This design comes from an exercise in tuning for small area on the open sky130 flow, not from production work.
Only simulation tests tie the RTL to the original design; equivalence was not proved.
No activity file was given, so power comes from the tool's default toggle rates.

==> run a: inputs <==
==> flow/design.v <==
`timescale 1ns/1ps
`default_nettype none
module round_robin_arbiter
#(
    parameter int n_ports = 4
)
(
    input  logic               clock,
    input  logic               reset_n,
    input  logic [n_ports-1:0] req,
    output logic [n_ports-1:0] grant
);
    localparam int ptr_w = $clog2(n_ports);
    logic [ptr_w-1:0]     ptr;
    logic [ptr_w-1:0]     ptr_next;
    logic [2*n_ports-1:0] req_double;
    logic [n_ports-1:0]   req_rot;
    logic [n_ports-1:0]   grant_rot;
    logic [2*n_ports-1:0] grant_double;
    assign req_double   = {req, req} >> ptr;
    assign req_rot      = req_double[n_ports-1:0];
    assign grant_rot    = req_rot & ~(req_rot - 1'b1);
    assign grant_double = {grant_rot, grant_rot} << ptr;
    assign grant        = grant_double[2*n_ports-1:n_ports];
    always_comb
    begin
        ptr_next = ptr;
        for (int i = 0; i < n_ports; i++)
            if (grant[i])
                ptr_next = ptr_w'((i + 1) % n_ports);
    end
    always_ff @(posedge clock or negedge reset_n)
    begin
        if (!reset_n)
            ptr <= '0;
        else
            ptr <= ptr_next;
    end
endmodule
`default_nettype wire
`timescale 1ns/1ps
`default_nettype none
module switch_top
#(
    parameter  int dest_width = 2,
    parameter  int addr_width = 4,
    localparam int n_ports    = 1 << dest_width,
    localparam int pkt_bytes  = 8,
    localparam int pkt_w      = pkt_bytes * 8
)
(
    input  logic                          clock,
    input  logic                          reset_n,
    input  logic [n_ports-1:0]            dest_valid,
    input  logic [n_ports*dest_width-1:0] dest,
    input  logic [n_ports-1:0]            byte_valid,
    input  logic [n_ports*8-1:0]          byte_data,
    input  logic [n_ports-1:0]            pkt_ready,
    output logic [n_ports-1:0]            pkt_valid,
    output logic [n_ports*pkt_w-1:0]      pkt,
    output logic                          stop_sending_packets,
    output logic                          memory_is_full
);
    localparam int n_slots = 15;
    localparam int sw      = 4;       
    localparam int cnt_w   = addr_width + 1;
    localparam int lane_w  = $clog2(pkt_bytes);
    logic [n_slots-1:0]  busy;
    logic [n_slots-1:0]  rel_oh;          
    logic [n_slots-1:0]  avail [0:n_ports];
    logic [n_slots-1:0]  alloc_oh [0:n_ports-1];
    logic [sw-1:0]       alloc_bin [0:n_ports-1];
    logic [n_slots-1:0]  wsel [0:n_ports-1];   
    logic [n_slots-1:0]  take;
    logic [lane_w-1:0]     lane      [0:n_ports-1];
    logic [sw-1:0]         cur_slot  [0:n_ports-1];
    logic [dest_width-1:0] cur_dest  [0:n_ports-1];
    logic [sw-1:0]         pend_slot [0:n_ports-1];
    logic [dest_width-1:0] pend_dest [0:n_ports-1];
    logic [n_ports-1:0]    pend;
    logic [n_ports-1:0]    start;
    logic [n_ports-1:0]    done;
    logic [n_ports-1:0]    in_req;
    logic [n_ports-1:0]    in_grant;
    always_comb
    begin
        avail[0] = ~busy | rel_oh;
        take     = '0;
        for (int i = 0; i < n_ports; i++)
        begin
            start[i]     = byte_valid[i] && (lane[i] == '0);
            done[i]      = byte_valid[i] && (lane[i] == lane_w'(pkt_bytes - 1));
            alloc_oh[i]  = avail[i] & ~(avail[i] - 1'b1);
            alloc_bin[i] = '0;
            for (int s = 0; s < n_slots; s++)
                if (alloc_oh[i][s])
                    alloc_bin[i] = alloc_bin[i] | sw'(s);
            avail[i+1]   = start[i] ? (avail[i] & ~alloc_oh[i]) : avail[i];
            for (int s = 0; s < n_slots; s++)
                wsel[i][s] = byte_valid[i] && (start[i] ? alloc_oh[i][s] : (cur_slot[i] == sw'(s)));
            if (start[i])
                take = take | alloc_oh[i];
        end
    end
    for (genvar i = 0; i < n_ports; i++)
    begin : g_in
        always_ff @(posedge clock or negedge reset_n)
        begin
            if (!reset_n)
            begin
                lane[i] <= '0;
                pend[i] <= 1'b0;
            end
            else
            begin
                if (byte_valid[i])
                    lane[i] <= lane[i] + 1'b1;
                if (done[i])
                    pend[i] <= 1'b1;
                else if (in_grant[i])
                    pend[i] <= 1'b0;
            end
        end
        always_ff @(posedge clock)
        begin
            if (dest_valid[i])
                cur_dest[i] <= dest[i*dest_width +: dest_width];
            if (start[i])
                cur_slot[i] <= alloc_bin[i];
            if (done[i])
            begin
                pend_slot[i] <= cur_slot[i];
                pend_dest[i] <= cur_dest[i];
            end
        end
    end
    logic [pkt_w-1:0] slot [0:n_slots-1];
    for (genvar s = 0; s < n_slots; s++)
    begin : g_slot
        logic       we;
        logic [7:0] din;
        always_comb
        begin
            we  = 1'b0;
            din = '0;
            for (int i = 0; i < n_ports; i++)
            begin
                we  = we | wsel[i][s];
                din = din | ({8{wsel[i][s]}} & byte_data[i*8 +: 8]);
            end
        end
        always_ff @(posedge clock)
        begin
            if (we)
                slot[s] <= {din, slot[s][pkt_w-1:8]};
        end
    end
    logic                  full;
    logic                  enq_valid;
    logic [sw-1:0]         enq_slot;
    logic [dest_width-1:0] enq_dest;
    assign in_req = pend & {n_ports{!full}};
    round_robin_arbiter #(.n_ports(n_ports)) in_arb_i (
        .clock   (clock),
        .reset_n (reset_n),
        .req     (in_req),
        .grant   (in_grant)
    );
    assign enq_valid = |in_grant;
    always_comb
    begin
        enq_slot = '0;
        enq_dest = '0;
        for (int i = 0; i < n_ports; i++)
            if (in_grant[i])
            begin
                enq_slot = enq_slot | pend_slot[i];
                enq_dest = enq_dest | pend_dest[i];
            end
    end
    logic [sw-1:0]      head [0:n_ports-1];
    logic [sw-1:0]      tail [0:n_ports-1];
    logic [n_ports-1:0] nonempty;
    logic [sw-1:0]      nxt [0:n_slots-1];
    logic [n_ports-1:0] enq_sel;
    logic [n_ports-1:0] last;
    logic [n_ports-1:0] deq_grant;
    logic [n_ports-1:0] grant_q;
    logic               deq_any;
    logic [sw-1:0]      deq_head;
    logic [sw-1:0]      deq_next;
    logic [sw-1:0]      link_addr;
    logic               link_en;
    logic [sw-1:0]      out_slot;
    logic [cnt_w-1:0]   free_count;
    always_comb
    begin
        deq_head  = '0;
        link_addr = '0;
        for (int p = 0; p < n_ports; p++)
        begin
            enq_sel[p] = enq_valid && (enq_dest == dest_width'(p));
            last[p]    = (head[p] == tail[p]);
            if (deq_grant[p])
                deq_head = deq_head | head[p];
            if (enq_dest == dest_width'(p))
                link_addr = tail[p];
        end
        deq_any  = |deq_grant;
        deq_next = nxt[deq_head];
        link_en  = enq_valid && nonempty[enq_dest];
    end
    always_ff @(posedge clock or negedge reset_n)
    begin
        if (!reset_n)
            nonempty <= '0;
        else
            nonempty <= enq_sel | (nonempty & ~(deq_grant & last));
    end
    always_ff @(posedge clock)
    begin
        for (int p = 0; p < n_ports; p++)
        begin
            if (enq_sel[p])
                tail[p] <= enq_slot;
            if (enq_sel[p] && !nonempty[p])
                head[p] <= enq_slot;
            else if (deq_grant[p])
                head[p] <= (enq_sel[p] && last[p]) ? enq_slot : deq_next;
        end
        for (int s = 0; s < n_slots; s++)
            if (link_en && link_addr == sw'(s))
                nxt[s] <= enq_slot;
        if (deq_any)
            out_slot <= deq_head;
    end
    always_ff @(posedge clock or negedge reset_n)
    begin
        if (!reset_n)
        begin
            free_count <= cnt_w'(1 << addr_width);
            busy       <= '0;
        end
        else
        begin
            free_count <= free_count + cnt_w'(deq_any) - cnt_w'(enq_valid);
            busy       <= (busy & ~rel_oh) | take;
        end
    end
    assign full                 = (free_count == '0);
    assign memory_is_full       = full;
    assign stop_sending_packets = (free_count <= cnt_w'(2 * n_ports));
    logic [n_ports-1:0] out_req;
    logic [n_slots-1:0] out_oh;
    logic [pkt_w-1:0]   out_pkt;
    assign out_req = nonempty & pkt_ready & ~grant_q;
    round_robin_arbiter #(.n_ports(n_ports)) out_arb_i (
        .clock   (clock),
        .reset_n (reset_n),
        .req     (out_req),
        .grant   (deq_grant)
    );
    always_ff @(posedge clock or negedge reset_n)
    begin
        if (!reset_n)
            grant_q <= '0;
        else
            grant_q <= deq_grant;
    end
    assign pkt_valid = grant_q;
    always_comb
    begin
        out_pkt = '0;
        for (int s = 0; s < n_slots; s++)
        begin
            out_oh[s] = (out_slot == sw'(s));
            out_pkt   = out_pkt | ({pkt_w{out_oh[s]}} & slot[s]);
        end
        rel_oh = out_oh & {n_slots{|grant_q}};
    end
    for (genvar p = 0; p < n_ports; p++)
    begin : g_out
        assign pkt[p*pkt_w +: pkt_w] = out_pkt;
    end
endmodule
`default_nettype wire
==> flow/run.sh <==
#!/bin/bash
# synth_recipe.tcl (not shown) runs the flow's synth.tcl, then flattens the netlist and writes it again
# the make line also repeats each setting of config.mk as NAME=value (left out here)
make -C /OpenROAD-flow-scripts/flow DESIGN_CONFIG=/design/flow/config.mk WORK_HOME=/design/flow/orfs CLKGATE_MAP_FILE= SYNTH_SCRIPT=/design/flow/synth_recipe.tcl finish
==> flow/config.mk <==
export PLATFORM = sky130hd
export DESIGN_NAME = switch_top
export DESIGN_NICKNAME = switch_top
export VERILOG_FILES = /design/flow/design.v
export SDC_FILE = /design/flow/constraint.sdc
export NUM_CORES = 4
export LEC_CHECK = 0
export CAP_MARGIN = 20
export CORE_MARGIN = 2
export CORE_UTILIZATION = 40
export SLEW_MARGIN = 20
==> flow/constraint.sdc <==
create_clock -name core_clock -period 8.0 [get_ports {clock}]
set_input_delay 1.6000 -clock core_clock [delete_from_list [all_inputs] [get_ports {clock}]]
set_output_delay 1.6000 -clock core_clock [all_outputs]
set_load 0.01 [all_outputs]
==> run b (differences from run a) <==
--- a/flow/design.v
+++ b/flow/design.v
@@ -194,3 +194,3 @@
     logic [sw-1:0]      out_slot;
-    logic [cnt_w-1:0]   free_count;
+    logic [cnt_w-1:0]   used_count;      
     always_comb
@@ -233,3 +233,8 @@
                 nxt[s] <= enq_slot;
-        if (deq_any)
+    end
+    always_ff @(posedge clock or negedge reset_n)
+    begin
+        if (!reset_n)
+            out_slot <= '0;
+        else
             out_slot <= deq_head;
@@ -240,3 +245,3 @@
         begin
-            free_count <= cnt_w'(1 << addr_width);
+            used_count <= '0;
             busy       <= '0;
@@ -245,3 +250,3 @@
         begin
-            free_count <= free_count + cnt_w'(deq_any) - cnt_w'(enq_valid);
+            used_count <= used_count + cnt_w'(enq_valid) - cnt_w'(deq_any);
             busy       <= (busy & ~rel_oh) | take;
@@ -249,5 +254,5 @@
     end
-    assign full                 = (free_count == '0);
+    assign full                 = used_count[addr_width];
     assign memory_is_full       = full;
-    assign stop_sending_packets = (free_count <= cnt_w'(2 * n_ports));
+    assign stop_sending_packets = used_count[addr_width] | used_count[addr_width-1];
     logic [n_ports-1:0] out_req;
==> flow/flow/run.sh (new file) <==
#!/bin/bash
# The standard layout, with two changes:
# - the smallest buffer on each input and output port instead of the default
#   port buffer;
# - clock tree synthesis without dummy load cells (the clock tree settings are
#   the ones in config.mk).
set -euo pipefail
export BUFFER_PORTS_ARGS="-buffer_cell sky130_fd_sc_hd__buf_1"
export CTS_ARGS="-sink_clustering_enable -repair_clock_nets -sink_clustering_size 9 -sink_clustering_max_diameter 40 -buf_list sky130_fd_sc_hd__clkbuf_4 -dont_use_dummy_load"
bash standard.sh > standard.log 2>&1
==> flow/standard.sh (new file) <==
#!/bin/bash
# synth_recipe.tcl (not shown) runs the flow's synth.tcl, then flattens the netlist and writes it again
# the make line also repeats each setting of config.mk as NAME=value (left out here)
make -C /OpenROAD-flow-scripts/flow DESIGN_CONFIG=/design/flow/config.mk WORK_HOME=/design/flow/orfs CLKGATE_MAP_FILE= SYNTH_SCRIPT=/design/flow/synth_recipe.tcl "${@:-finish}"
CAP_MARGIN = 0   (was 20)
CELL_PAD_IN_SITES_DETAIL_PLACEMENT = 1   (was not set)
CELL_PAD_IN_SITES_GLOBAL_PLACEMENT = 1   (was not set)
CORE_UTILIZATION = 45   (was 40)
CTS_BUF_LIST = sky130_fd_sc_hd__clkbuf_4   (was not set)
CTS_CLUSTER_DIAMETER = 40   (was not set)
CTS_CLUSTER_SIZE = 9   (was not set)
SLEW_MARGIN = 0   (was 20)
removed: flow/run.sh
==> run c (differences from run a) <==
--- a/flow/design.v
+++ b/flow/design.v
@@ -233,3 +233,8 @@
                 nxt[s] <= enq_slot;
-        if (deq_any)
+    end
+    always_ff @(posedge clock or negedge reset_n)
+    begin
+        if (!reset_n)
+            out_slot <= '0;
+        else
             out_slot <= deq_head;
==> flow/flow/run.sh (new file) <==
#!/bin/bash
# The standard layout, with two changes:
# - the smallest buffer on each input and output port instead of the default
#   port buffer;
# - clock tree synthesis without dummy load cells (the clock tree settings are
#   the ones in config.mk).
set -euo pipefail
export BUFFER_PORTS_ARGS="-buffer_cell sky130_fd_sc_hd__buf_1"
export CTS_ARGS="-sink_clustering_enable -repair_clock_nets -sink_clustering_size 9 -sink_clustering_max_diameter 40 -buf_list sky130_fd_sc_hd__clkbuf_4 -dont_use_dummy_load"
bash standard.sh > standard.log 2>&1
==> flow/standard.sh (new file) <==
#!/bin/bash
# synth_recipe.tcl (not shown) runs the flow's synth.tcl, then flattens the netlist and writes it again
# the make line also repeats each setting of config.mk as NAME=value (left out here)
make -C /OpenROAD-flow-scripts/flow DESIGN_CONFIG=/design/flow/config.mk WORK_HOME=/design/flow/orfs CLKGATE_MAP_FILE= SYNTH_SCRIPT=/design/flow/synth_recipe.tcl "${@:-finish}"
CAP_MARGIN = 0   (was 20)
CELL_PAD_IN_SITES_DETAIL_PLACEMENT = 1   (was not set)
CELL_PAD_IN_SITES_GLOBAL_PLACEMENT = 1   (was not set)
CORE_UTILIZATION = 45   (was 40)
CTS_BUF_LIST = sky130_fd_sc_hd__clkbuf_4   (was not set)
CTS_CLUSTER_DIAMETER = 40   (was not set)
CTS_CLUSTER_SIZE = 9   (was not set)
SLEW_MARGIN = 0   (was 20)
removed: flow/run.sh
==> run d (differences from run a) <==
--- a/flow/design.v
+++ b/flow/design.v
@@ -233,4 +233,3 @@
                 nxt[s] <= enq_slot;
-        if (deq_any)
-            out_slot <= deq_head;
+        out_slot <= deq_head;    
     end
==> flow/flow/run.sh (new file) <==
#!/bin/bash
# The standard layout, with the smallest buffer on each input and output port
# instead of the default port buffer.
set -euo pipefail
export BUFFER_PORTS_ARGS="-buffer_cell sky130_fd_sc_hd__buf_1"
bash standard.sh > standard.log 2>&1
==> flow/standard.sh (new file) <==
#!/bin/bash
# synth_recipe.tcl (not shown) runs the flow's synth.tcl, then flattens the netlist and writes it again
# the make line also repeats each setting of config.mk as NAME=value (left out here)
make -C /OpenROAD-flow-scripts/flow DESIGN_CONFIG=/design/flow/config.mk WORK_HOME=/design/flow/orfs CLKGATE_MAP_FILE= SYNTH_SCRIPT=/design/flow/synth_recipe.tcl "${@:-finish}"
CAP_MARGIN = 0   (was 20)
CELL_PAD_IN_SITES_DETAIL_PLACEMENT = 1   (was not set)
CELL_PAD_IN_SITES_GLOBAL_PLACEMENT = 1   (was not set)
CORE_UTILIZATION = 45   (was 40)
CTS_BUF_LIST = sky130_fd_sc_hd__clkbuf_4   (was not set)
CTS_CLUSTER_DIAMETER = 40   (was not set)
CTS_CLUSTER_SIZE = 9   (was not set)
SLEW_MARGIN = 0   (was 20)
removed: flow/run.sh
==> run notes <==
item	run a	run c	run b	run d
Hold wc startpoint	slot[14][37]	slot[12][59]	-	slot[9][43]
Number of global-route vias before repair	33256	35611	35343	35707
Area growth from synthesis to layout	16.36%	6.954%	6.456%	8.433%
Area enclosed by the die boundary	127800 um^2	113600 um^2	113500 um^2	113600 um^2
Global-route wire length before repair	239100 um	260000 um	259900 um	259000 um
Peak supply drop	0.3371 mV	0.2046 mV	0.2142 mV	0.3958 mV
Reg2Reg Setup Slack	1.86 ns	2.01 ns	1.83 ns	1.85 ns
Met2 track utilization from global routing	37.41%	50.33%	50.49%	49.50%
Standard-cell rows	129	122	122	122
Clock tree root buffer cell	clkbuf_16	clkbuf_4	clkbuf_4	clkbuf_4
Power after layout	0.02646 W	0.02201 W	0.02239 W	0.02250 W
Sum of met2 wire segment lengths after detailed routing	72190 um	84550 um	85050 um	83830 um
Core Util, Final	46.96%	48.37%	48.10%	49.05%
Clock network fraction of design power	20.3%	13.2%	12.8%	15.8%
Clock Latency Late Sink	0.76 ns	1.17 ns	1.13 ns	1.11 ns
Power Internal	0.01654 W	0.01237 W	0.01249 W	0.01280 W
Run status	no timing/DRC/antenna violations	no timing/DRC/antenna violations	no timing/DRC/antenna violations	no timing/DRC/antenna violations
Adder and majority cell fraction of the synthesized area	0.6210%	0.6067%	0.5721%	0.6215%
Final cycle utilization of the critical path	79.72%	84.30%	84.93%	80.13%
Critical Path Source	out_slot[0]	out_slot[3]	out_slot[1]	out_slot[2]
P_leak	19.25 nW	17.14 nW	17.27 nW	17.65 nW

==> static timing again, ports no longer ideal <==
The results above use ideal ports. As a check the final layouts listed here were re-extracted and re-timed, cells and wires unchanged.
Step 1: set_driving_cell puts a clkbuf_16 on clock and a buf_2 on each other input, an assumption about the parent block.
Step 2 adds t to the input delays and takes it off the output delays; t is the mean of the earliest and latest rising clock arrival at the registers after step 1. Input paths then give back, and output paths get back, about the clock's delay inside the block.
Slacks: ideal / step 1 / step 2; pairs: ideal / step 1.
run	shift t [ns]	setup slack, ns	latest minus earliest clock arrival (ns)
run a	0.793	1.623 / 1.550 / 1.050	0.078 / 0.079
run b	1.130	1.205 / 1.140 / 1.182	0.135 / 0.136
run c	1.177	1.256 / 1.191 / 1.281	0.118 / 0.117
run d	1.153	1.589 / 1.518 / 0.940	0.060 / 0.060
After both steps every run listed still meets setup and hold. For run d, which loses most, drivers alone change the setup slack by -0.071 ns; drivers and shift together by -0.649 ns.
